What follows belongs to an exercise in optimizing a design on an open flow for small area, a short achievable clock period and few clock cycles per item; a production flow would make more cautious choices.
Only simulation tests tie the RTL to the original design; equivalence was not proved.

==> design/flow/design.v <==
package alu_arb_pkg;
    localparam logic [3:0] OP_ADD  = 4'h0;
    localparam logic [3:0] OP_SUB  = 4'h1;
    localparam logic [3:0] OP_MUL  = 4'h2;
    localparam logic [3:0] OP_UDIV = 4'h3;
    localparam logic [3:0] OP_SHL  = 4'h4;
    localparam logic [3:0] OP_SHR  = 4'h5;
    localparam logic [3:0] OP_ROTL = 4'h6;
    localparam logic [3:0] OP_ROTR = 4'h7;
    localparam logic [3:0] OP_AND  = 4'h8;
    localparam logic [3:0] OP_OR   = 4'h9;
    localparam logic [3:0] OP_NOR  = 4'hA;
    localparam logic [3:0] OP_NAND = 4'hB;
    localparam logic [3:0] OP_XOR  = 4'hC;
    localparam logic [3:0] OP_XNOR = 4'hD;
    localparam logic [3:0] OP_GT   = 4'hE;
    localparam logic [3:0] OP_EQ   = 4'hF;
    localparam logic [63:0] DIV0_RESULT = '1;
    typedef enum logic [1:0] {
        ST_IDLE = 2'd0,
        ST_EXEC = 2'd1,
        ST_RESP = 2'd2
    } arb_state_t;
endpackage
module alu_arb_core
#(
    parameter int unsigned WORDSIZE      = 32,
    parameter int unsigned SEL_LINE_SIZE = 4
) (
    input  logic [WORDSIZE-1:0]      a,
    input  logic [WORDSIZE-1:0]      b,
    input  logic [SEL_LINE_SIZE-1:0] sel,
    output logic [WORDSIZE-1:0]      result,
    output logic                     carry
);
    localparam int unsigned W  = WORDSIZE;
    localparam int unsigned N  = W;
    localparam int unsigned LN = $clog2(N);
    function automatic logic [N:0] bk_add(input logic [N-1:0] x, input logic [N-1:0] y,
                                          input logic c);
        logic [N-1:0] p, g, gg, pp;
        p     = x ^ y;
        g     = x & y;
        g[0]  = g[0] | (p[0] & c);
        gg    = g;
        pp    = p;
        for (int l = 0; l < LN; l++)
            for (int i = 0; i < N; i++)
                if ((i % (2 << l)) == ((2 << l) - 1)) begin
                    gg[i] = gg[i] | (pp[i] & gg[i - (1 << l)]);
                    pp[i] = pp[i] & pp[i - (1 << l)];
                end
        for (int d = LN - 1; d >= 0; d--)
            for (int i = 0; i < N; i++)
                if (i >= 3 * (1 << d) - 1 && ((i - (3 * (1 << d) - 1)) % (2 << d)) == 0) begin
                    gg[i] = gg[i] | (pp[i] & gg[i - (1 << d)]);
                    pp[i] = pp[i] & pp[i - (1 << d)];
                end
        bk_add = {gg[N-1], p ^ {gg[N-2:0], c}};
    endfunction
    logic         sub, co, eq, gt;
    logic [W-1:0] sum, x, lg, sh;
    logic         d0, d1, d3;
    assign sub = (sel != alu_arb_pkg::OP_ADD);
    assign {co, sum} = bk_add(a, b ^ {W{sub}}, sub);
    assign x  = a ^ b;
    assign eq = (x == '0);
    assign gt = co & ~eq;
    always_comb begin
        case (sel[2:0])
            3'd0:    {d0, d1, d3} = 3'b001;   
            3'd1:    {d0, d1, d3} = 3'b011;   
            3'd2:    {d0, d1, d3} = 3'b100;   
            3'd3:    {d0, d1, d3} = 3'b110;   
            3'd4:    {d0, d1, d3} = 3'b010;   
            3'd5:    {d0, d1, d3} = 3'b101;   
            default: {d0, d1, d3} = 3'b000;   
        endcase
    end
    for (genvar i = 0; i < W; i++) begin : g_bit
        assign lg[i] = x[i] ? d1 : (a[i] ? d3 : d0);
    end
    assign sh = sel[0] ? {sel[1] & a[0], a[W-1:1]} : {a[W-2:0], sel[1] & a[W-1]};
    always_comb begin
        if (sel[3]) begin
            result    = lg;
            result[0] = lg[0] | (sel[2] & sel[1] & (sel[0] ? eq : gt));
        end else if (sel[2]) begin
            result = sh;
        end else begin
            result = sum;
        end
        carry = !sel[3] && !sel[2] && !sel[1] && (co ^ sel[0]);
    end
endmodule
module alu_arb_long
#(
    parameter int unsigned W = 32,
    parameter int unsigned K = 4
) (
    input  logic         clk,
    input  logic         ld,
    input  logic         div,     
    input  logic [W-1:0] a,
    input  logic [W-1:0] b,
    output logic [W-1:0] res,
    output logic         done,
    output logic         last     
);
    localparam int unsigned NN = W / 4;           
    localparam int unsigned JW = $clog2(NN);      
    localparam int unsigned CW = $clog2(W / K + 1);
    localparam int unsigned N  = W + 1;
    localparam int unsigned LN = $clog2(N);
    function automatic logic [N:0] bk_add(input logic [N-1:0] x, input logic [N-1:0] y,
                                          input logic c);
        logic [N-1:0] p, g, gg, pp;
        p     = x ^ y;
        g     = x & y;
        g[0]  = g[0] | (p[0] & c);
        gg    = g;
        pp    = p;
        for (int l = 0; l < LN; l++)
            for (int i = 0; i < N; i++)
                if ((i % (2 << l)) == ((2 << l) - 1)) begin
                    gg[i] = gg[i] | (pp[i] & gg[i - (1 << l)]);
                    pp[i] = pp[i] & pp[i - (1 << l)];
                end
        for (int d = LN - 1; d >= 0; d--)
            for (int i = 0; i < N; i++)
                if (i >= 3 * (1 << d) - 1 && ((i - (3 * (1 << d) - 1)) % (2 << d)) == 0) begin
                    gg[i] = gg[i] | (pp[i] & gg[i - (1 << d)]);
                    pp[i] = pp[i] & pp[i - (1 << d)];
                end
        bk_add = {gg[N-1], p ^ {gg[N-2:0], c}};
    endfunction
    logic          div_q;
    logic [W-1:0]  x_q, q_q, r_q;
    logic [CW-1:0] cnt_q;
    function automatic logic [JW:0] lzn(input logic [W-1:0] v);
        logic stop;
        lzn  = '0;
        stop = 1'b0;
        for (int i = NN - 1; i >= 0; i--) begin
            if (!stop && v[4*i +: 4] == 4'd0) lzn = lzn + 1'b1;
            else stop = 1'b1;
        end
    endfunction
    logic [JW:0]   na, nb;
    logic [JW-1:0] j;
    logic          swap;
    logic [W-1:0]  src, x_ld;
    logic [2*W-1:0] sh;
    always_comb begin
        na   = lzn(a);
        nb   = lzn(b);
        swap = !div && (na > nb);
        if (div) begin
            if (nb == (JW+1)'(NN))   j = '0;
            else if (na >= nb)       j = JW'(NN - 1);
            else if (nb - na >= (JW+1)'(NN - 1)) j = '0;
            else                     j = JW'((JW+1)'(NN - 1) - nb + na);
        end else if (swap) begin
            j = (na >= (JW+1)'(NN - 1)) ? JW'(NN - 1) : JW'(na);
        end else begin
            j = (nb >= (JW+1)'(NN - 1)) ? JW'(NN - 1) : JW'(nb);
        end
        src  = (div || swap) ? a : b;
        x_ld = div ? ~b : (swap ? b : a);
        sh   = {{W{1'b0}}, src} << {j, 2'b00};
    end
    logic [W-1:0]  r_s [K+1];
    logic [W-1:0]  q_s [K+1];
    logic [K-1:0]  bsel_q, tl_q;
    assign r_s[0] = r_q;
    assign q_s[0] = q_q;
    for (genvar s = 0; s < K; s++) begin : g_step
        logic [W:0] t, bb, sm;
        logic       co;
        assign t  = {r_s[s], tl_q[s]};
        assign bb = {div_q, bsel_q[s] ? x_q : {W{1'b0}}};
        assign {co, sm} = bk_add(t, bb, div_q);
        assign r_s[s+1] = (div_q && !co) ? t[W-1:0] : sm[W-1:0];
        assign q_s[s+1] = {q_s[s][W-2:0], div_q & co};
    end
    logic          run, div_n;
    logic [W-1:0]  q_n;
    assign run   = !ld && (cnt_q != '0);
    assign div_n = ld ? div : div_q;
    assign q_n   = ld ? sh[W-1:0] : (run ? q_s[K] : q_q);
    always_ff @(posedge clk) begin
        if (ld) begin
            r_q   <= sh[2*W-1:W];
            q_q   <= sh[W-1:0];
            x_q   <= x_ld;
            div_q <= div;
            cnt_q <= CW'(W / K) - CW'(j);
        end else if (cnt_q != '0) begin
            r_q   <= r_s[K];
            q_q   <= q_s[K];
            cnt_q <= cnt_q - 1'b1;
        end
        for (int s = 0; s < K; s++) begin
            bsel_q[s] <= div_n | q_n[W-1-s];
            tl_q[s]   <= div_n & q_n[W-1-s];
        end
    end
    assign done = (cnt_q == '0);
    assign last = (cnt_q == CW'(1));
    assign res  = div_q ? q_q : r_q;
endmodule
module alu_arb_ctl
#(
    parameter int unsigned NR    = 4,
    parameter int unsigned SW    = 4,
    parameter int unsigned IDX_W = 2
) (
    input  logic [NR-1:0]    rdy_q,
    input  logic [NR-1:0]    lng_q,
    input  logic [NR-1:0]    valid_q,   
    input  logic [NR-1:0]    req_valid,
    input  logic [NR-1:0]    long_i,    
    input  logic             s_v,
    input  logic [SW-1:0]    s_sel,
    input  logic             k_v,
    input  logic             u_occ,
    input  logic             u_done,
    input  logic             u_last,    
    input  logic [IDX_W-1:0] u_own,
    output logic [1:0]       hold,      
    output logic [1:0]       k_v_n,
    output logic [1:0]       u_occ_n,
    output logic [1:0]       r_take,    
    output logic [2*NR-1:0]  lng_n,     
    output logic [8*NR-1:0]  rdy_n,
    output logic             u_ld
);
    logic s_long, s_simple, ud;
    logic [NR-1:0] own_u;
    always_comb begin
        s_long   = s_v && ((s_sel == alu_arb_pkg::OP_MUL) || (s_sel == alu_arb_pkg::OP_UDIV));
        s_simple = s_v && !s_long;
        ud       = u_occ && u_done;
        u_ld     = s_long && !u_occ;
        own_u    = '0;
        own_u[u_own] = 1'b1;
        for (int l = 0; l < 2; l++) begin
            logic k_to_r, u_to_r, s_to_r, s_to_k;
            k_to_r     = l[0] && k_v;
            u_to_r     = l[0] && !k_v && ud;
            s_to_r     = l[0] && !k_v && !ud && s_simple;
            s_to_k     = s_simple && !s_to_r && (l[0] || !k_v);
            hold[l]    = (s_simple && !l[0] && k_v) || (s_long && u_occ);
            k_v_n[l]   = s_to_k || (k_v && !k_to_r);
            u_occ_n[l] = u_ld || (u_occ && !u_to_r);
            r_take[l]  = k_to_r || u_to_r || s_to_r;
            lng_n[l*NR +: NR] = lng_q & ~(u_to_r ? own_u : '0);
        end
    end
    logic [NR-1:0] ahead [NR];    
    always_comb begin
        logic [IDX_W-1:0] cur, dj, di;
        cur = '0;
        for (int unsigned i = 0; i < NR; i++) if (rdy_q[i]) cur = IDX_W'(i);
        for (int unsigned j = 0; j < NR; j++) begin
            dj = IDX_W'(j) - cur - 1'b1;
            for (int unsigned i = 0; i < NR; i++) begin
                di = IDX_W'(i) - cur - 1'b1;
                ahead[j][i] = (di < dj);
            end
        end
    end
    function automatic logic [NR-1:0] rr(input logic [NR-1:0] p);
        for (int unsigned j = 0; j < NR; j++) rr[j] = p[j] && !(|(p & ahead[j]));
    endfunction
    function automatic logic [NR-1:0] pick(input logic [NR-1:0] elig, input logic a,
                                           input logic busy_u);
        logic [NR-1:0] p1, p2, r2, e1;
        p2 = elig & valid_q;
        r2 = rr((p2 != '0) ? p2 : elig);
        e1 = elig & ~(a ? rdy_q : '0);
        p1 = req_valid & ((e1 & {NR{busy_u}} & ~long_i) | (e1 & {NR{!busy_u}} & long_i));
        pick = rr(p1) | (r2 & {NR{!(|p1)}});
    endfunction
    logic [NR-1:0] pk [3];
    always_comb begin
        for (int c = 0; c < 3; c++) begin    
            logic a, t, busy_u;
            a = (c != 0);
            t = (c == 2);
            busy_u = (u_occ_n[1] && !(u_occ && !u_ld && (u_done || u_last) && !k_v_n[1])) ||
                     (!a && hold[1] && s_long) || (a && t);
            pk[c] = pick(~(lng_n[NR +: NR] | ((a && t) ? rdy_q : '0)), a, busy_u);
        end
        for (int c = 0; c < 8; c++) begin
            logic l, a, t, blk;
            l   = c[2];
            a   = c[1] && !hold[l];
            t   = c[0];
            if (hold[l]) blk = s_long ? u_occ_n[l] : k_v_n[l];
            else         blk = a && (t ? u_occ_n[l] : k_v_n[l]);
            rdy_n[c*NR +: NR] = blk ? '0 : (pk[a ? (t ? 2 : 1) : 0] & ~lng_n[l*NR +: NR]);
        end
    end
endmodule
module alu_arbiter
#(
    parameter int unsigned WORDSIZE      = 32,
    parameter int unsigned SEL_LINE_SIZE = 4,
    parameter int unsigned NUM_REQ       = 4
) (
    input  logic                              clk,
    input  logic                              rst_n,
    input  logic [NUM_REQ-1:0]                req_valid,
    output logic [NUM_REQ-1:0]                req_ready,
    input  logic [NUM_REQ*WORDSIZE-1:0]       req_a,
    input  logic [NUM_REQ*WORDSIZE-1:0]       req_b,
    input  logic [NUM_REQ*SEL_LINE_SIZE-1:0]  req_sel,
    output logic [NUM_REQ-1:0]                rsp_valid,
    input  logic [NUM_REQ-1:0]                rsp_ready,
    output logic [WORDSIZE-1:0]               rsp_result,
    output logic                              rsp_carry,
    output logic                              busy
);
    localparam int unsigned W     = WORDSIZE;
    localparam int unsigned SW    = SEL_LINE_SIZE;
    localparam int unsigned NR    = NUM_REQ;
    localparam int unsigned IDX_W = (NR > 1) ? $clog2(NR) : 1;
    logic [NR-1:0]    rdy_q;      
    logic [NR-1:0]    lng_q;      
    logic             busy_q;
    logic [NR-1:0]    valid_q;    
    logic [NR-1:0]    msel_q;     
    logic [W-1:0]     s_a, s_b;   
    logic [SW-1:0]    s_sel;
    logic [IDX_W-1:0] s_own;
    logic             s_v;
    logic [W-1:0]     r_res;      
    logic             r_c;
    logic [NR-1:0]    r_vld;
    logic [W-1:0]     k_res;      
    logic             k_c;
    logic [IDX_W-1:0] k_own;
    logic             k_v;
    logic             u_occ;      
    logic [IDX_W-1:0] u_own;
    logic [W-1:0]     in_a, in_b;
    logic [SW-1:0]    in_sel;
    logic [IDX_W-1:0] in_own;
    always_comb begin
        in_a   = '0;
        in_b   = '0;
        in_sel = '0;
        in_own = '0;
        for (int unsigned i = 0; i < NR; i++) begin
            if (msel_q[i]) begin
                in_a   = in_a   | req_a[i*W +: W];
                in_b   = in_b   | req_b[i*W +: W];
                in_sel = in_sel | req_sel[i*SW +: SW];
                in_own = in_own | IDX_W'(i);
            end
        end
    end
    logic [W-1:0] alu_res, u_res;
    logic         alu_c, u_done, u_last;
    alu_arb_core #(.WORDSIZE(W), .SEL_LINE_SIZE(SW)) u_core (
        .a(s_a), .b(s_b), .sel(s_sel), .result(alu_res), .carry(alu_c)
    );
    logic u_ld;
    alu_arb_long #(.W(W), .K(4)) u_long (
        .clk(clk), .ld(u_ld), .div(s_sel == alu_arb_pkg::OP_UDIV), .a(s_a), .b(s_b),
        .res(u_res), .done(u_done), .last(u_last)
    );
    logic [NR-1:0] long_i;      
    logic [1:0]    hold, k_v_t, u_occ_t, r_take;
    logic [2*NR-1:0] lng_t;
    logic [8*NR-1:0] rdy_t;
    alu_arb_ctl #(.NR(NR), .SW(SW), .IDX_W(IDX_W)) u_ctl (
        .rdy_q(rdy_q), .lng_q(lng_q), .valid_q(valid_q), .req_valid(req_valid), .long_i(long_i), .s_v(s_v), .s_sel(s_sel),
        .k_v(k_v), .u_occ(u_occ), .u_done(u_done), .u_last(u_last), .u_own(u_own),
        .hold(hold), .k_v_n(k_v_t), .u_occ_n(u_occ_t), .r_take(r_take), .lng_n(lng_t),
        .rdy_n(rdy_t), .u_ld(u_ld)
    );
    logic L, A, T;
    always_comb begin
        for (int unsigned i = 0; i < NR; i++)
            long_i[i] = (req_sel[i*SW +: SW] == alu_arb_pkg::OP_MUL) ||
                        (req_sel[i*SW +: SW] == alu_arb_pkg::OP_UDIV);
        L = !(|(r_vld & ~rsp_ready));
        A = |(req_valid & rdy_q);
        T = |(long_i & rdy_q);
    end
    logic          s_v_n, k_v_n, u_occ_n;
    logic [1:0]    busy_t;      
    logic [NR-1:0] r_vld_n, lng_n;
    logic [IDX_W-1:0] r_own_src;
    logic [NR-1:0]    r_own_oh;
    always_comb begin
        r_own_src = k_v ? k_own : ((u_occ && u_done) ? u_own : s_own);
        r_own_oh  = '0;
        r_own_oh[r_own_src] = 1'b1;
        s_v_n   = L ? (hold[1] || A) : (hold[0] || A);
        busy_t[0] = hold[0] || k_v_t[0] || (|r_vld) || u_occ_t[0];
        busy_t[1] = hold[1] || k_v_t[1] || r_take[1] || u_occ_t[1];
        k_v_n   = L ? k_v_t[1] : k_v_t[0];
        u_occ_n = L ? u_occ_t[1] : u_occ_t[0];
        r_vld_n = L ? (r_take[1] ? r_own_oh : '0) : r_vld;
        lng_n   = (L ? lng_t[NR +: NR] : lng_t[0 +: NR]) | ((A && T) ? rdy_q : '0);
    end
    always_ff @(posedge clk) begin
        if (!rst_n) begin
            rdy_q   <= NR'(1);
            msel_q  <= NR'(1);
            valid_q <= '0;
            lng_q   <= '0;
            busy_q  <= 1'b0;
            s_v     <= 1'b0;
            k_v     <= 1'b0;
            r_vld   <= '0;
            u_occ   <= 1'b0;
        end else begin
            rdy_q   <= rdy_t[{L, A, T}*NR +: NR];
            msel_q  <= rdy_t[{L, A, T}*NR +: NR] | NR'(!(|rdy_t[{L, A, T}*NR +: NR]));
            valid_q <= req_valid;
            lng_q   <= lng_n;
            busy_q  <= A || (L ? busy_t[1] : busy_t[0]);
            s_v     <= s_v_n;
            k_v     <= k_v_n;
            r_vld   <= r_vld_n;
            u_occ   <= u_occ_n;
        end
    end
    logic s_keep;
    assign s_keep = ~(|rdy_q);
    always_ff @(posedge clk) begin
        s_a   <= (in_a   & {W{!s_keep}})     | (s_a   & {W{s_keep}});
        s_b   <= (in_b   & {W{!s_keep}})     | (s_b   & {W{s_keep}});
        s_sel <= (in_sel & {SW{!s_keep}})    | (s_sel & {SW{s_keep}});
        s_own <= (in_own & {IDX_W{!s_keep}}) | (s_own & {IDX_W{s_keep}});
    end
    logic         k_keep;
    logic [W-1:0] r_src;
    logic         r_src_c;
    assign k_keep  = k_v && !L;
    assign r_src   = k_v ? k_res : ((u_occ && u_done) ? u_res : alu_res);
    assign r_src_c = k_v ? k_c : (!(u_occ && u_done) && alu_c);
    always_ff @(posedge clk) begin
        k_res <= (alu_res & {W{!k_keep}}) | (k_res & {W{k_keep}});
        k_c   <= (alu_c && !k_keep) || (k_c && k_keep);
        k_own <= (s_own & {IDX_W{!k_keep}}) | (k_own & {IDX_W{k_keep}});
        r_res <= L ? r_src : r_res;
        r_c   <= L ? r_src_c : r_c;
        if (u_ld) u_own <= s_own;
    end
    assign req_ready  = rdy_q;
    assign rsp_valid  = r_vld;
    assign rsp_result = r_res;
    assign rsp_carry  = r_c;
    assign busy       = busy_q;
endmodule
==> design/flow/flow/run.sh <==
#!/bin/bash
# Layout flow: the standard layout (standard.sh), with the port buffers
# that global placement inserts made sky130_fd_sc_hd__buf_1 instead of the
# cell the resizer picks by default. Everything else is the standard flow.
set -euo pipefail
export BUFFER_PORTS_ARGS="-buffer_cell sky130_fd_sc_hd__buf_1"
bash standard.sh > standard.log 2>&1
==> design/flow/standard.sh <==
#!/bin/bash
# synth_recipe.tcl (not shown) runs the flow's synth.tcl, then flattens the netlist and writes it again
# the make line also repeats each setting of config.mk as NAME=value (left out here)
make -C /OpenROAD-flow-scripts/flow DESIGN_CONFIG=/design/flow/config.mk WORK_HOME=/design/flow/orfs CLKGATE_MAP_FILE= SYNTH_SCRIPT=/design/flow/synth_recipe.tcl "${@:-finish}"
==> design/flow/config.mk <==
export PLATFORM = sky130hd
export DESIGN_NAME = alu_arbiter
export DESIGN_NICKNAME = alu_arbiter
export VERILOG_FILES = /design/flow/design.v
export SDC_FILE = /design/flow/constraint.sdc
export NUM_CORES = 4
export LEC_CHECK = 0
export ABC_AREA = 1
export CAP_MARGIN = 20
export CORE_MARGIN = 2
export CORE_UTILIZATION = 40
export SLEW_MARGIN = 20
==> design/flow/constraint.sdc <==
create_clock -name core_clock -period 70.0 [get_ports {clk}]
set_input_delay 14.0000 -clock core_clock [delete_from_list [all_inputs] [get_ports {clk}]]
set_output_delay 14.0000 -clock core_clock [all_outputs]
set_load 0.01 [all_outputs]
==> results of run 1 <==
critical path, cell delays in order, from the launching register on:
cell and delay (ps):
dfxtp_2 310, buf_4 530, buf_1 230
per-stage QoR:
| stage | worst slack (ps) | hold slack [ps] | util (%) | cell area [µm²] |
|---|---|---|---|---|
| after floorplan | 52470 | 445.4 | - | 27770 |
| after global placement | 53740 | 484.2 | 43.29 | 29740 |
| after detailed placement | 53800 | 493.6 | 43.29 | 29740 |
| after CTS | 54240 | 508.3 | 44.87 | 30830 |
| after global routing | 54160 | 525.3 | 44.92 | 30860 |
| final | 54300 | 503.5 | 44.93 | 30870 |
kinds of logic (layout without fill, tap and decap cells):
family	count (synthesis)	in the layout
AND/OR/NAND/NOR	1969	1969
adder cells (fa/ha/maj)	260	260
multiplexers	1	1
flip-flops	270	270
other	0	8
XOR/XNOR	122	122
AO/OA/AOI/OAI	591	591
buffers and inverters	725	971
cell type report:
type	count	area (µm²)
Inverter	556	2095
Fill cell	7254	37840
Antenna cell	8	20.02
Sequential cell	270	7816
Clock inverter	18	284.0
Clock buffer	38	800.8
Tap cell	931	1165
Timing Repair Buffer	359	1495
Multi-Input combinational cell	2943	17190
routing by layer:
metal	wire length (µm)	vias to the layer above	track usage [%]
met3	7430	185	2.648
met2	47810	1186	47.08
met1	43500	13088	38.68
li1	-	13578	-
met5	18	-	0
met4	4638	4	11.64
worst paths after layout:
kind                                       start  slack (ps)  cells past startpoint              to
worst max-delay path                    rdy_q[1]       54300                      2    req_ready[1]
worst min-delay path                    register         500                      0        register
worst max register to register  u_long.bsel_q[0]       56640                     69  u_long.r_q[26]
worst min register to register          register         500                      0        register
cell usage in the layout (no fill, tap or decap), drive strengths merged, types with 38 or more instances in the layout:
| cell | Yosys | final |
|---|---|---|
| nand2 | 1273 | 1273 |
| edfxtp | 240 | 240 |
| a21oi | 164 | 164 |
| clkbuf | 121 | 38 |
| xnor2 | 43 | 43 |
| nand3 | 341 | 341 |
| xor2 | 79 | 79 |
| o221ai | 63 | 63 |
| buf | 48 | 359 |
| nor2 | 176 | 176 |
| fa | 85 | 85 |
| inv | 549 | 552 |
| ha | 175 | 175 |
| o21ai | 179 | 179 |
| nand4 | 109 | 109 |
==> flow_metrics.env, run 1 <==
export IMPL_worstMarginPinSlew_ps=1024
export IMPL_rsz0062_at_grt="no"
export IMPL_yosys_warnings=8
export IMPL_setup_violations=0
export IMPL_syn_inst=3938
export IMPL_die_area_um2=71550
export IMPL_timing_slew_headroom_pct=30.86
export IMPL_hold_class="register to register"
export IMPL_setup_tns_ps=0
export IMPL_synth_fp_nets=4480
export IMPL_grt_max_degree=72
export IMPL_stdcell_count=5123
export IMPL_ctsResizeCount=0
export IMPL_synth_area_leader_cell="edfxtp_1"
export IMPL_num_io_pins=324
export IMPL_area_delta_synth_final_pct=11.16
export IMPL_synth_edf_count=240
export IMPL_drt_first_iter_violations=2881
export IMPL_yosys_most_used_dff="edfxtp_1"
export IMPL_cp_max_fo=70
export IMPL_synth_mux_area_fraction_pct=0.03605
export IMPL_holdBufCountCts=0
export IMPL_syn_mean_instance_area_um2=7.052
export IMPL_yosysMostFrequentCell="nand2_1"
export IMPL_drc=0
export IMPL_start_util_pct=40.42
export IMPL_firstDrtPassIters=7
export IMPL_clockBufferDepth=3
export IMPL_synth_distinct_cells=64
export IMPL_seq_area_frac_synth_pct=28.12
export IMPL_syn_area_um2=27770
export IMPL_wl_per_cell_um=20.18
export IMPL_critPathLaunchType="register"
export IMPL_required_ps=56000
export IMPL_core_area_um2=68710
export IMPL_clk_pin_slew_ps=70
export IMPL_hpwl_um=81310
export IMPL_vias_per_cell=5.474
export IMPL_status="finished clean"
export IMPL_vias=28041
export IMPL_synth_top_area_share_pct=25.95
export IMPL_fmax_mhz=63.68
export IMPL_synthXorXnorAreaFrac_pct=3.848
export IMPL_synth_compound_area_share_pct=13.26
export IMPL_hold_violations=0
export IMPL_async_flop_share_pct=0
export IMPL_setup_worst_path_end_class="output pin"
export IMPL_post_cts_buffers=0
export IMPL_synthAdderAreaFrac_pct=14.01
export IMPL_drv_slew=0
export IMPL_htreeDepth=1
export IMPL_worstSkewPairLatency_ps=620
export IMPL_drive_gt1_share_pct=4.589
export IMPL_ys_ff_latch=270
export IMPL_synth_area_top_cells="edfxtp_1 (26%), nand2_1 (17%), ha_1 (7.9%), inv_1 (7.3%), fa_1 (6.1%)"
export IMPL_grt_pass1_vias=25888
export IMPL_post_route_period_util_pct=22.43
export IMPL_antenna_found_initial=9
export IMPL_die_w_um=267.5
export IMPL_clock_root_buffer="clkbuf_16"
export IMPL_synthTopCellsByCount="nand2_1 (1262), inv_1 (540), nand3_1 (324)"
export IMPL_grt_pass1_wl_um=156900
export IMPL_yosys_area_share_simple_pct=30.57
export IMPL_placedCellCount=5058
export IMPL_cts_sinks=270
export IMPL_die_y_um=267.5
export IMPL_arrival_ps=1700
export IMPL_routabilityCongestion=0.9736
export IMPL_grt_util_all_layers_pct=28.63
export IMPL_grt_overflow=0
export IMPL_ant_nets=0
export IMPL_numCtsBuffers=30
export IMPL_port_buffers=323
export IMPL_maxCapViolCount=0
export IMPL_nNetsFinal=4702
export IMPL_clock_skew_ps=18.29
export IMPL_criticalPathCategory="register to output pin"
export IMPL_layout_min_cycle_time_ps=15700
export IMPL_cts_tree="done"
export IMPL_num_rows=96
export IMPL_wl_um=103400
export IMPL_synth_top_family_by_area="simple AND/OR/NAND/NOR gates"
Testbench counts, summed over its fixed seeds: cycles 2,420, items 2,048.
==> run 2: changes to the inputs <==
--- a/design/flow/design.v
+++ b/design/flow/design.v
@@ -441,7 +441,7 @@
     logic         k_keep;
     logic [W-1:0] r_src;
     logic         r_src_c;
-    assign k_keep  = k_v && !L;
+    assign k_keep  = k_v && !(|(r_vld & rsp_ready));
     assign r_src   = k_v ? k_res : ((u_occ && u_done) ? u_res : alu_res);
     assign r_src_c = k_v ? k_c : (!(u_occ && u_done) && alu_c);
     always_ff @(posedge clk) begin
==> flow_metrics.env, run 2 <==
export IMPL_synth_area_top_cells="edfxtp_1 (26%), nand2_1 (17%), ha_1 (7.8%), inv_1 (7.3%), fa_1 (6.1%)"
export IMPL_arrival_ps=1750
export IMPL_routabilityCongestion=0.9814
export IMPL_hold_class="register to register"
export IMPL_ys_ff_latch=270
export IMPL_die_y_um=268.1
export IMPL_met3_usage_pct=3.106
export IMPL_hold_violations=0
export IMPL_layout_commonest_cell="nand2_1"
export IMPL_yosys_warnings=8
export IMPL_grt_util_met2_pct=46.83
export IMPL_fillers=7116
export IMPL_clockBufferDepth=3
export IMPL_synth_top_area_share_pct=25.84
export IMPL_post_cts_buffers=0
export IMPL_wl_um=103900
export IMPL_drc=0
export IMPL_num_rows=96
export IMPL_post_route_period_util_pct=22.50
export IMPL_area_delta_synth_final_pct=10.76
export IMPL_syn_inst=3959
export IMPL_num_io_pins=324
export IMPL_cp_max_fo=73
export IMPL_drv_slew=0
export IMPL_wl_per_cell_um=20.21
export IMPL_start_util_pct=40.53
export IMPL_synthTopCellsByCount="nand2_1 (1293), inv_1 (539), nand3_1 (289)"
export IMPL_syn_mean_instance_area_um2=7.046
export IMPL_grt_max_degree=74
export IMPL_grt_pass1_vias=26382
export IMPL_setup_worst_path_end_class="output pin"
export IMPL_worstSkewPairLatency_ps=610
export IMPL_ctsResizeCount=0
export IMPL_yosysMostFrequentCell="nand2_1"
export IMPL_cts_tree="done"
export IMPL_drive_gt1_share_pct=4.496
export IMPL_firstDrtPassIters=8
export IMPL_gr_usage_met1_pct=37.69
export IMPL_layout_common_cells="nand2_1 (1291), inv_1 (539), buf_1 (323)"
export IMPL_syn_area_um2=27900
export IMPL_antenna_found_initial=10
export IMPL_rsz0062_at_grt="no"
export IMPL_drt_first_iter_violations=2553
export IMPL_ant_nets=0
export IMPL_cts_sinks=270
export IMPL_setup_violations=0
export IMPL_grt_pass1_wl_um=157600
export IMPL_clock_root_buffer="clkbuf_16"
export IMPL_synth_fp_nets=4501
export IMPL_vias=28122
export IMPL_core_area_um2=68830
export IMPL_post_route_util_pct=44.89
export IMPL_numCtsBuffers=30
export IMPL_vias_per_cell=5.470
export IMPL_nNetsFinal=4722
export IMPL_grt_util_all_layers_pct=28.68
export IMPL_synth_area_leader_cell="edfxtp_1"
export IMPL_busiest_layer="met2"
export IMPL_status="finished clean"
export IMPL_yosys_most_used_dff="edfxtp_1"
export IMPL_synth_edf_count=240
export IMPL_hpwl_um=81670
export IMPL_required_ps=56000
export IMPL_grt_overflow=0
export IMPL_multi_input_area_um2=17290
export IMPL_die_w_um=268.1
export IMPL_async_flop_share_pct=0
export IMPL_clk_pin_slew_ps=70
export IMPL_layout_min_cycle_time_ps=15750
export IMPL_seq_area_frac_synth_pct=27.99
export IMPL_regArea_um2=7816
export IMPL_worstMarginPinSlew_ps=1067
export IMPL_timing_slew_headroom_pct=28.20
export IMPL_clock_skew_ps=21.54
export IMPL_rrSetupSlack_ps=55990
export IMPL_criticalPathCategory="register to output pin"
export IMPL_maxCapViolCount=0
export IMPL_synth_distinct_cells=62
export IMPL_holdBufCountCts=0
export IMPL_htreeDepth=1
export IMPL_fmax_mhz=63.50
export IMPL_port_buffers=323
export IMPL_critPathLaunchType="register"
export IMPL_die_area_um2=71870
export IMPL_setup_tns_ps=0
==> run 2: cell count changes after synthesis, moves of 5 or more <==
cell | before | now
nand2_1 | 1262 | 1293
nand2_4 | 1 | 6
nand3_1 | 324 | 289
nor3_1 | 20 | 25
o2111ai_1 | 21 | 14
o211ai_1 | 30 | 44
o21ai_0 | 165 | 191
o22ai_1 | 24 | 19
or2_2 | 28 | 23
xor2_1 | 79 | 74
==> run 2: cell type report <==
type | instances | area share, %
Timing Repair Buffer | 356 | 4.766
Clock buffer | 41 | 2.835
Multi-Input combinational cell | 2961 | 55.94
Antenna cell | 6 | 0.04859
Inverter | 561 | 6.840
Clock inverter | 15 | 0.4981
Tap cell | 931 | 3.770
Sequential cell | 270 | 25.30
==> run 2: worst paths after layout <==
kind                                        from        endpoint  cells after the start
worst max-delay path                    rdy_q[2]    req_ready[2]                      2
worst min-delay path                    register        register                      0
worst max register to register  u_long.bsel_q[0]  u_long.r_q[28]                     72
worst min register to register          register        register                      0
==> run 2: cell families after synthesis <==
family	synth area share, %
AOI/OAI and AO/OA	13.51
buffers and inverters	10.23
adders and majority gates	13.95
xor gates and xnor gates	3.736
DFF	27.99
and+or+nand+nor	30.59
==> run 2: critical path, cell delays in order (launching register included) <==
cell     delay, ps
dfxtp_2        310
buf_4          580
buf_1          210
==> run 2: metrics by stage <==
stage	cells	instance area [µm²]	setup slack (ps)	hold WS, ps
2_1_floorplan	3959	27900	53110	445.4
3_3_place_gp	5078	29830	53840	459.5
3_5_place_dp	5078	29830	53790	476.6
4_1_cts	5134	30860	54250	481.8
5_1_grt	5141	30900	54150	501.9
6_report	5141	30900	54250	489.2
==> run 2: layer usage <==
metal  vias up  routed length [µm]
met2      1190               47240
met4         6                6110
li1      13625                   -
met3       256                7330
met1     13045               43160
met5         -                  37
Testbench counts of run 2, summed over its fixed seeds: cycles 2,420, items 2,048.
==> run 3: changes to the inputs <==
--- a/design/flow/config.mk
+++ b/design/flow/config.mk
@@ -9,4 +9,4 @@
 export CAP_MARGIN = 20
 export CORE_MARGIN = 2
 export CORE_UTILIZATION = 40
-export SLEW_MARGIN = 20
+export SLEW_MARGIN = 40
==> flow_metrics.env, run 3 <==
export IMPL_synth_area_leader_cell="edfxtp_1"
export IMPL_cp_cell_sequence="buf_4 -> buf_1"
export IMPL_start_util_pct=40.53
export IMPL_hold_class="register to register"
export IMPL_drc=0
export IMPL_clock_skew_ps=17.50
export IMPL_core_area_um2=68830
export IMPL_arrival_ps=1760
export IMPL_post_route_util_pct=44.90
export IMPL_grt_util_all_layers_pct=28.69
export IMPL_vias=28178
export IMPL_drv_slew=0
export IMPL_worstMarginPinSlew_ps=863.7
export IMPL_setup_violations=0
export IMPL_yosysMostFrequentCell="nand2_1"
export IMPL_critPathLaunchType="register"
export IMPL_firstDrtPassIters=6
export IMPL_synth_distinct_cells=62
export IMPL_routabilityCongestion=0.9814
export IMPL_syn_mean_instance_area_um2=7.046
export IMPL_port_buffers=323
export IMPL_cp_max_fo=73
export IMPL_die_w_um=268.1
export IMPL_die_area_um2=71870
export IMPL_vias_per_cell=5.480
export IMPL_hold_slack_ps=488.8
export IMPL_grt_max_degree=74
export IMPL_wl_um=104100
export IMPL_synthTopCellsByCount="nand2_1 (1293), inv_1 (539), nand3_1 (289)"
export IMPL_clk_pin_slew_ps=60
export IMPL_fmax_mhz=63.46
export IMPL_timing_slew_headroom_pct=42.06
export IMPL_rsz0062_at_grt="no"
export IMPL_critPathMaxStageDelay_ps=580
export IMPL_slowest_stage="buf_4"
export IMPL_seq_area_frac_synth_pct=27.99
export IMPL_yosys_warnings=8
export IMPL_worstSkewPairLatency_ps=610
export IMPL_async_flop_share_pct=0
export IMPL_synth_edf_count=240
export IMPL_maxCapViolCount=0
export IMPL_num_io_pins=324
export IMPL_yosys_most_used_dff="edfxtp_1"
export IMPL_setup_worst_path_end_class="output pin"
export IMPL_die_y_um=268.1
export IMPL_synth_fp_nets=4501
export IMPL_post_route_period_util_pct=22.51
export IMPL_layout_commonest_cell="nand2_1"
export IMPL_syn_area_um2=27900
export IMPL_cts_tree="done"
export IMPL_synth_area_top_cells="edfxtp_1 (26%), nand2_1 (17%), ha_1 (7.8%), inv_1 (7.3%), fa_1 (6.1%)"
export IMPL_ant_nets=0
export IMPL_grt_pass1_vias=26385
export IMPL_layout_common_cells="nand2_1 (1291), inv_1 (538), buf_1 (323)"
export IMPL_path_buf_inv=2
export IMPL_numCtsBuffers=30
export IMPL_critical_path_top_delay_family="buffers and inverters"
export IMPL_num_rows=96
export IMPL_clock_root_buffer="clkbuf_16"
export IMPL_nNetsFinal=4721
export IMPL_htreeDepth=1
export IMPL_criticalPathCategory="register to output pin"
export IMPL_status="finished clean"
export IMPL_wl_per_cell_um=20.24
export IMPL_syn_inst=3959
export IMPL_area_delta_synth_final_pct=10.79
export IMPL_drive_gt1_share_pct=4.544
export IMPL_grt_pass1_wl_um=157400
export IMPL_grt_overflow=0
export IMPL_cts_sinks=270
export IMPL_clockBufferDepth=3
export IMPL_setup_tns_ps=0
export IMPL_hold_violations=0
export IMPL_drt_first_iter_violations=2783
export IMPL_ctsResizeCount=0
export IMPL_layout_min_cycle_time_ps=15760
export IMPL_hpwl_um=81850
export IMPL_antenna_found_initial=10
export IMPL_post_cts_buffers=0
export IMPL_holdBufCountCts=0
export IMPL_ys_ff_latch=270
export IMPL_synth_top_area_share_pct=25.84
export IMPL_required_ps=56000
-- run 3: path summary, 6_finish.rpt --
path / start / to / slack (ps) / cells past startpoint
setup / recovery: rdy_q[2] / req_ready[2] / 54240 / 2
hold / removal: register / register / 490 / 0
setup reg to reg: u_long.bsel_q[0] / u_long.r_q[28] / 55950 / 72
hold reg to reg: register / register / 490 / 0
-- run 3: kinds of logic (layout without fill, tap and decap cells) --
kind of cell	Yosys count	after routing	synth area share, %
fa+ha+maj	260	260	13.95
xor+xnor	119	119	3.736
flops	270	270	27.99
simple gates	1970	1970	30.59
buf+inv	728	972	10.23
other cells	0	8	0
compound gates	612	612	13.51
-- run 3: layout make-up --
class | count | area, µm²
antenna | 8 | 20.02
multi-input combinational | 2961 | 17300
timing repair buffer | 355 | 1456
clock inverter | 17 | 219.0
inverter | 561 | 2117
tap | 931 | 1165
clock buffer | 39 | 814.5
sequential | 270 | 7816
fill | 7213 | 37920
-- run 3: per-layer routing --
| metal | wire length (µm) | share of wire (%) | GRT usage [%] | vias to the layer above |
|---|---|---|---|---|
| met5 | 27 | 0.026 | 0 | - |
| met4 | 6014 | 5.8 | 14.69 | 4 |
| met3 | 7369 | 7.1 | 3.051 | 232 |
| met2 | 47560 | 46 | 46.88 | 1160 |
| met1 | 43110 | 41 | 37.65 | 13168 |
| li1 | - | - | - | 13614 |
-- run 3: through the flow --
step | area, µm² | std cells | worst slack [ps]
2_1_floorplan | 27900 | 3959 | 53110
3_3_place_gp | 29830 | 5078 | 53840
3_5_place_dp | 29850 | 5078 | 53840
4_1_cts | 30880 | 5134 | 54230
5_1_grt | 30900 | 5141 | 54140
6_report | 30900 | 5142 | 54240
-- run 3: worst reg2reg max path, delay by kind of cell, from the launching register on --
family / cells / cell delay, ps
compound gates: 7 / 2330
fa+ha+maj: 5 / 1880
buf+inv: 15 / 3440
flops: 1 / 310
simple gates: 45 / 5830
==> run 4: changes to the inputs <==
--- a/design/flow/design.v
+++ b/design/flow/design.v
@@ -279,7 +279,7 @@
         p2 = elig & valid_q;
         r2 = rr((p2 != '0) ? p2 : elig);
         e1 = elig & ~(a ? rdy_q : '0);
-        p1 = req_valid & ((e1 & {NR{busy_u}} & ~long_i) | (e1 & {NR{!busy_u}} & long_i));
+        p1 = valid_q & ((e1 & {NR{busy_u}} & ~long_i) | (e1 & {NR{!busy_u}} & long_i));
         pick = rr(p1) | (r2 & {NR{!(|p1)}});
     endfunction
     logic [NR-1:0] pk [3];
@@ -331,6 +331,7 @@
     logic             busy_q;
     logic [NR-1:0]    valid_q;    
     logic [NR-1:0]    msel_q;     
+    logic             any_q;      
     logic [W-1:0]     s_a, s_b;   
     logic [SW-1:0]    s_sel;
     logic [IDX_W-1:0] s_own;
@@ -376,7 +377,7 @@
     logic [2*NR-1:0] lng_t;
     logic [8*NR-1:0] rdy_t;
     alu_arb_ctl #(.NR(NR), .SW(SW), .IDX_W(IDX_W)) u_ctl (
-        .rdy_q(rdy_q), .lng_q(lng_q), .valid_q(valid_q), .req_valid(req_valid), .long_i(long_i), .s_v(s_v), .s_sel(s_sel),
+        .rdy_q(msel_q), .lng_q(lng_q), .valid_q(valid_q), .req_valid(req_valid), .long_i(long_i), .s_v(s_v), .s_sel(s_sel),
         .k_v(k_v), .u_occ(u_occ), .u_done(u_done), .u_last(u_last), .u_own(u_own),
         .hold(hold), .k_v_n(k_v_t), .u_occ_n(u_occ_t), .r_take(r_take), .lng_n(lng_t),
         .rdy_n(rdy_t), .u_ld(u_ld)
@@ -387,8 +388,8 @@
             long_i[i] = (req_sel[i*SW +: SW] == alu_arb_pkg::OP_MUL) ||
                         (req_sel[i*SW +: SW] == alu_arb_pkg::OP_UDIV);
         L = !(|(r_vld & ~rsp_ready));
-        A = |(req_valid & rdy_q);
-        T = |(long_i & rdy_q);
+        A = any_q && (|(req_valid & msel_q));
+        T = |(long_i & msel_q);
     end
     logic          s_v_n, k_v_n, u_occ_n;
     logic [1:0]    busy_t;      
@@ -405,11 +406,12 @@
         k_v_n   = L ? k_v_t[1] : k_v_t[0];
         u_occ_n = L ? u_occ_t[1] : u_occ_t[0];
         r_vld_n = L ? (r_take[1] ? r_own_oh : '0) : r_vld;
-        lng_n   = (L ? lng_t[NR +: NR] : lng_t[0 +: NR]) | ((A && T) ? rdy_q : '0);
+        lng_n   = (L ? lng_t[NR +: NR] : lng_t[0 +: NR]) | ((A && T) ? msel_q : '0);
     end
     always_ff @(posedge clk) begin
         if (!rst_n) begin
             rdy_q   <= NR'(1);
+            any_q   <= 1'b1;
             msel_q  <= NR'(1);
             valid_q <= '0;
             lng_q   <= '0;
@@ -420,6 +422,7 @@
             u_occ   <= 1'b0;
         end else begin
             rdy_q   <= rdy_t[{L, A, T}*NR +: NR];
+            any_q   <= |rdy_t[{L, A, T}*NR +: NR];
             msel_q  <= rdy_t[{L, A, T}*NR +: NR] | NR'(!(|rdy_t[{L, A, T}*NR +: NR]));
             valid_q <= req_valid;
             lng_q   <= lng_n;
@@ -431,7 +434,7 @@
         end
     end
     logic s_keep;
-    assign s_keep = ~(|rdy_q);
+    assign s_keep = !any_q;
     always_ff @(posedge clk) begin
         s_a   <= (in_a   & {W{!s_keep}})     | (s_a   & {W{s_keep}});
         s_b   <= (in_b   & {W{!s_keep}})     | (s_b   & {W{s_keep}});
--- a/design/flow/config.mk
+++ b/design/flow/config.mk
@@ -9,4 +9,4 @@
 export CAP_MARGIN = 20
 export CORE_MARGIN = 2
 export CORE_UTILIZATION = 40
-export SLEW_MARGIN = 40
+export SLEW_MARGIN = 20
==> flow_metrics.env, run 4 <==
export IMPL_yosysMostFrequentCell="nand2_1"
export IMPL_fillers=7187
export IMPL_post_route_period_util_pct=22.57
export IMPL_holdBufCountCts=0
export IMPL_clock_root_buffer="clkbuf_16"
export IMPL_rrSetupSlack_ps=56800
export IMPL_firstDrtPassIters=7
export IMPL_antenna_found_initial=5
export IMPL_synth_area_leader_cell="edfxtp_1"
export IMPL_yosys_warnings=8
export IMPL_synthTopCellsByCount="nand2_1 (1245), inv_1 (528), nand3_1 (268)"
export IMPL_vias_per_cell=5.509
export IMPL_drv_slew=0
export IMPL_drc=0
export IMPL_nNetsFinal=4694
export IMPL_layout_min_cycle_time_ps=15800
export IMPL_num_io_pins=324
export IMPL_num_rows=96
export IMPL_rsz0062_at_grt="no"
export IMPL_core_area_um2=68830
export IMPL_synthXorXnorAreaFrac_pct=3.800
export IMPL_die_w_um=268.1
export IMPL_cp_cell_sequence="buf_1 -> nor3_1 -> inv_1 -> nand3_1 -> a21oi_1 -> nor3_1 -> nand2_1 -> nand2_1 -> nand2_1 -> nand2_1 -> nand2_1 -> nand2_1 -> nand2_1 -> nand2_1 -> nor2_1 -> nand2_1 -> nand2_1"
export IMPL_startpoint="req_sel[3]"
export IMPL_die_y_um=268.1
export IMPL_status="finished clean"
export IMPL_async_flop_share_pct=0
export IMPL_cp_max_fo=5
export IMPL_worstSkewPairLatency_ps=610
export IMPL_synth_area_top_cells="edfxtp_1 (26%), nand2_1 (17%), ha_1 (7.9%), inv_1 (7.1%), fa_1 (6.1%)"
export IMPL_synth_fp_nets=4476
export IMPL_arrival_ps=16280
export IMPL_ys_ff_latch=271
export IMPL_reg2reg_to="u_long.r_q[30]"
export IMPL_vias=28172
export IMPL_drt_first_iter_violations=2705
export IMPL_hold_violations=0
export IMPL_start_util_pct=40.52
export IMPL_grt_overflow=0
export IMPL_setup_violations=0
export IMPL_critPathLaunchType="input pin"
export IMPL_r2r_start="u_long.bsel_q[0]"
export IMPL_worstMarginPinSlew_ps=1195
export IMPL_layout_commonest_cell="nand2_1"
export IMPL_clockBufferDepth=3
export IMPL_syn_mean_instance_area_um2=7.089
export IMPL_cts_tree="done"
export IMPL_synth_edf_count=240
export IMPL_clk_pin_slew_ps=60
export IMPL_routabilityCongestion=0.9672
export IMPL_maxCapViolCount=0
export IMPL_numCtsBuffers=31
export IMPL_syn_area_um2=27890
export IMPL_drive_gt1_share_pct=4.933
export IMPL_synth_distinct_cells=63
export IMPL_post_route_util_pct=44.83
export IMPL_yosys_most_used_dff="edfxtp_1"
export IMPL_clock_skew_ps=27.79
export IMPL_ant_nets=0
export IMPL_wl_per_cell_um=20.39
export IMPL_die_area_um2=71850
export IMPL_timing_slew_headroom_pct=19.31
export IMPL_wl_um=104300
export IMPL_seq_area_frac_synth_pct=28.07
export IMPL_critPathMaxStageDelay_ps=480
export IMPL_grt_max_degree=74
export IMPL_synth_compound_area_share_pct=14.15
export IMPL_synth_top_family_by_area="simple AND/OR/NAND/NOR gates"
export IMPL_syn_inst=3934
export IMPL_htreeDepth=1
export IMPL_cts_sinks=271
export IMPL_synthAdderAreaFrac_pct=13.95
export IMPL_synth_top_area_share_pct=25.84
export IMPL_setup_worst_path_end_class="register"
export IMPL_ctsResizeCount=0
export IMPL_synth_mux_area_fraction_pct=0
export IMPL_grt_util_all_layers_pct=28.74
export IMPL_endpoint="msel_q[0]"
export IMPL_yosys_area_share_simple_pct=29.77
export IMPL_post_cts_buffers=0
export IMPL_required_ps=70480
export IMPL_worstRegToRegCells=68
export IMPL_hold_class="register to register"
export IMPL_grt_pass1_vias=26126
export IMPL_port_buffers=323
export IMPL_setup_tns_ps=0
export IMPL_crit_top_cell="nand2_1"
export IMPL_area_delta_synth_final_pct=10.63
export IMPL_slowest_stage="nor3_1"
export IMPL_criticalPathCategory="input pin to register"
export IMPL_fmax_mhz=63.30
export IMPL_hpwl_um=81930
export IMPL_final_area_um2=30850
export IMPL_placed_area_um2=29770
export IMPL_grt_pass1_wl_um=157700
export IMPL_layout_common_cells="nand2_1 (1243), inv_1 (528), buf_1 (323)"
run 4: cell count changes after synthesis, sizes merged, moves of 6 or more:
| cell | previous run | this run |
|---|---|---|
| inv | 550 | 544 |
| nand2 | 1308 | 1261 |
| buf | 49 | 56 |
| nor3 | 26 | 19 |
| a21oi | 161 | 176 |
| nand3 | 308 | 290 |
| clkinv | 11 | 5 |
| o21ai | 205 | 211 |
| nor2 | 178 | 196 |
run 4: worst min path at each step:
stage               end  slack [ps]  cells past startpoint
2_1_floorplan  register         450                      0
3_3_place_gp   register         460                      0
3_5_place_dp   u_own[1]         480                      0
4_1_cts        register         480                      0
5_1_grt        register         490                      0
6_report       register         480                      0
run 4: final cells by class:
type / count / area, µm² / area share, %
well taps: 931 / 1165 / 3.775
repair buffers: 359 / 1503 / 4.870
inverters: 549 / 2061 / 6.679
clock inverters: 18 / 178.9 / 0.5799
clock buffers: 39 / 855.8 / 2.774
multi-input cells: 2940 / 17240 / 55.86
flip-flops and latches: 271 / 7838 / 25.40
diodes: 7 / 17.52 / 0.05677
run 4: through the flow:
step           hold WS, ps  setup slack [ps]  cells
6_report             478.0             54200   5114
5_1_grt              493.7             53940   5112
4_1_cts              481.4             54300   5106
3_5_place_dp         480.1             53670   5049
3_3_place_gp         458.9             53700   5049
2_1_floorplan        445.4             53170   3934
run 4: worst max-delay path: cells and delay by family:
kind	cells	cell delay, ps
AO/OA/AOI/OAI	1	180
buffers and inverters	2	240
AND/OR/NAND/NOR	14	1860
run 4: cells by family (layout without fill, tap and decap cells):
family | after synthesis | after routing
buffers and inverters | 723 | 965
adders and majority gates | 260 | 260
xor gates and xnor gates | 121 | 121
DFF | 271 | 271
AOI/OAI and AO/OA | 639 | 639
and+or+nand+nor | 1920 | 1920
other | 0 | 7
run 4: per-layer routing:
| metal | vias to the layer above | routed length (µm) | part of all wire [%] | GRT usage [%] |
|---|---|---|---|---|
| li1 | 13578 | - | - | - |
| met1 | 13209 | 44180 | 42 | 38.54 |
| met4 | 0 | 5506 | 5.3 | 13.50 |
| met2 | 1197 | 46950 | 45 | 46.37 |
| met5 | - | 0 | 0 | 0 |
| met3 | 188 | 7658 | 7.3 | 3.244 |
Testbench counts of run 4, summed over its fixed seeds: cycles 2,420, items 2,048.
==> run 5: changes to the inputs <==
--- a/design/flow/config.mk
+++ b/design/flow/config.mk
@@ -8,5 +8,5 @@
 export ABC_AREA = 1
 export CAP_MARGIN = 20
 export CORE_MARGIN = 2
-export CORE_UTILIZATION = 40
+export CORE_UTILIZATION = 55
 export SLEW_MARGIN = 20
==> flow_metrics.env, run 5 <==
export IMPL_die_area_um2=52530
export IMPL_ys_ff_latch=271
export IMPL_layout_common_cells="nand2_1 (1243), inv_1 (528), buf_1 (323)"
export IMPL_num_rows=82
export IMPL_cp_max_fo=41
export IMPL_drc=0
export IMPL_post_cts_buffers=0
export IMPL_layout_min_cycle_time_ps=15800
export IMPL_vias=28292
export IMPL_synth_area_top_cells="edfxtp_1 (26%), nand2_1 (17%), ha_1 (7.9%), inv_1 (7.1%), fa_1 (6.1%)"
export IMPL_critPathLaunchType="input pin"
export IMPL_numCtsBuffers=30
export IMPL_die_w_um=229.2
export IMPL_grt_util_all_layers_pct=38.28
export IMPL_grt_max_degree=75
export IMPL_start_util_pct=55.70
export IMPL_synth_top_area_share_pct=25.84
export IMPL_vias_per_cell=5.818
export IMPL_hold_class="register to register"
export IMPL_syn_inst=3934
export IMPL_drt_first_iter_violations=2867
export IMPL_grt_pass1_vias=26412
export IMPL_multi_input_area_um2=17240
export IMPL_synth_edf_count=240
export IMPL_stdcell_count=4863
export IMPL_firstDrtPassIters=6
export IMPL_clock_skew_ps=29.26
export IMPL_clockBufferDepth=3
export IMPL_timing_slew_headroom_pct=16.44
export IMPL_antenna_found_initial=17
export IMPL_core_area_um2=50070
export IMPL_worstMarginPinSlew_ps=1238
export IMPL_maxCapViolCount=0
export IMPL_cts_sinks=271
export IMPL_nNetsFinal=4693
export IMPL_routabilityCongestion=1.015
export IMPL_htreeDepth=1
export IMPL_post_route_util_pct=60.95
export IMPL_num_io_pins=324
export IMPL_yosys_warnings=8
export IMPL_async_flop_share_pct=0
export IMPL_cts_tree="done"
export IMPL_drv_slew=0
export IMPL_synth_area_leader_cell="edfxtp_1"
export IMPL_finalWorstSetupSlack_ps=54200
export IMPL_fmax_mhz=63.30
export IMPL_worstSkewPairLatency_ps=600
export IMPL_setup_worst_path_end_class="register"
export IMPL_grt_overflow=0
export IMPL_cp_cell_sequence="buf_1 -> o22ai_1 -> nor2_4 -> inv_1 -> nor2_1 -> o21ai_0 -> nor2_1 -> nand2_1 -> nand2_1 -> nor2_1 -> nand2_1 -> nand2_1"
export IMPL_ctsResizeCount=0
export IMPL_required_ps=70470
export IMPL_post_route_period_util_pct=22.57
export IMPL_drive_gt1_share_pct=4.862
export IMPL_hpwl_um=79860
export IMPL_synthTopCellsByCount="nand2_1 (1245), inv_1 (528), nand3_1 (268)"
export IMPL_hold_violations=0
export IMPL_port_buffers=323
export IMPL_yosys_most_used_dff="edfxtp_1"
export IMPL_syn_mean_instance_area_um2=7.089
export IMPL_grt_pass1_wl_um=154900
export IMPL_wl_um=101700
export IMPL_ant_nets=0
export IMPL_status="finished clean"
export IMPL_hold_slack_ps=487.5
export IMPL_setup_violations=0
export IMPL_synth_distinct_cells=63
export IMPL_yosysMostFrequentCell="nand2_1"
export IMPL_critPathMaxStageDelay_ps=800
export IMPL_syn_area_um2=27890
export IMPL_arrival_ps=16270
export IMPL_slowest_stage="nor2_4"
export IMPL_synth_fp_nets=4476
export IMPL_layout_commonest_cell="nand2_1"
export IMPL_setup_tns_ps=0
export IMPL_pre_cts_slack_ps=53610
export IMPL_criticalPathCategory="input pin to register"
export IMPL_holdBufCountCts=0
export IMPL_clk_pin_slew_ps=70
export IMPL_fillers=4891
export IMPL_placedCellCount=4791
export IMPL_seq_area_frac_synth_pct=28.07
export IMPL_wl_per_cell_um=20.92
export IMPL_area_delta_synth_final_pct=9.421
export IMPL_die_y_um=229.2
export IMPL_clock_root_buffer="clkbuf_16"
export IMPL_crit_top_cell="nand2_1"
export IMPL_regArea_um2=7838
export IMPL_rsz0062_at_grt="no"
[run 5: cell types whose count changed in the layout (fill, tap and decap cells not counted), sizes merged]
cell	delta
inv	-5
diode	+9
clkinvlp	+4
bufinv	+2
clkinv	-1
clkbuf	-1
[run 5: final timing paths]
path / start / endpoint / slack [ps] / cells after the start
setup / recovery: rsp_ready[0] / msel_q[0] / 54200 / 12
hold / removal: register / register / 490 / 0
setup reg to reg: u_long.bsel_q[0] / u_long.r_q[28] / 56480 / 75
hold reg to reg: register / register / 490 / 0
[run 5: layer usage]
| metal | vias to the layer above | track usage (%) | part of all wire, % |
|---|---|---|---|
| met3 | 270 | 4.457 | 8.4 |
| li1 | 13576 | - | - |
| met1 | 12993 | 49.73 | 40 |
| met4 | 2 | 23.25 | 6.7 |
| met2 | 1451 | 61.39 | 45 |
| met5 | - | 0 | 0.018 |
[run 5: cell families (layout without fill, tap and decap cells)]
group | Yosys count | after routing | synth area share [%]
flops | 271 | 271 | 28.07
buf+inv | 723 | 964 | 10.26
other cells | 0 | 16 | 0
compound gates | 639 | 639 | 14.15
xor+xnor | 121 | 121 | 3.800
fa+ha+maj | 260 | 260 | 13.95
simple gates | 1920 | 1920 | 29.77
[run 5: through the flow]
| stage | cell area, µm² |
|---|---|
| after floorplan | 27890 |
| after global placement | 29460 |
| after detailed placement | 29460 |
| after CTS | 30480 |
| after global routing | 30510 |
| final | 30520 |
[run 5: final cells by class]
cell class,instances,area share [%]
diodes,16,0.1312
clock buffers,38,2.624
clock inverters,18,0.7134
inverters,549,6.753
multi-input cells,2940,56.48
flip-flops and latches,271,25.68
well taps,672,2.755
repair buffers,359,4.859
[run 5: critical path: cells and delay by family]
| family | cells | cell delay [ps] |
|---|---|---|
| buf+inv | 2 | 600 |
| compound gates | 2 | 220 |
| simple gates | 8 | 1420 |

separate check: timing with driven ports:
No port has a modelled driver above. Below, the same layouts with a new extraction and two added sets of constraints.
Step 1 sets driving cells, clkbuf_16 on the clock port and buf_2 on the other inputs (assumed; they add their load-dependent delay and slew).
Step 2 times the ports against the registers' clock, not the clock port: input delays grow and output delays shrink by t, the midpoint of the rising clock arrivals with the driver on.
Three values: ideal, step 1, step 2; two values: the first two.
| run | t, ns | slack for setup (ns) | worst setup path after step 2 | worst register clock-pin slew, ns | worst slew at a driven data input, ns |
|---|---|---|---|---|---|
| run 1 | 0.665 | 54.296 / 54.237 / 53.736 | input to register | 0.07 / 0.07 | 0.13 |
| run 2 | 0.665 | 54.251 / 54.187 / 53.727 | input to register | 0.07 / 0.07 | 0.18 |
| run 3 | 0.668 | 54.242 / 54.178 / 53.780 | input to register | 0.07 / 0.07 | 0.16 |
| run 4 | 0.651 | 54.201 / 54.236 / 53.585 | input to register | 0.07 / 0.07 | 0.16 |
| run 5 | 0.645 | 54.201 / 54.234 / 53.596 | input to register | 0.07 / 0.07 | 0.18 |
After both steps setup and hold are still met in every run listed. For run 4, which loses most, drivers alone change the setup slack by +0.035 ns; drivers and shift together by -0.616 ns.
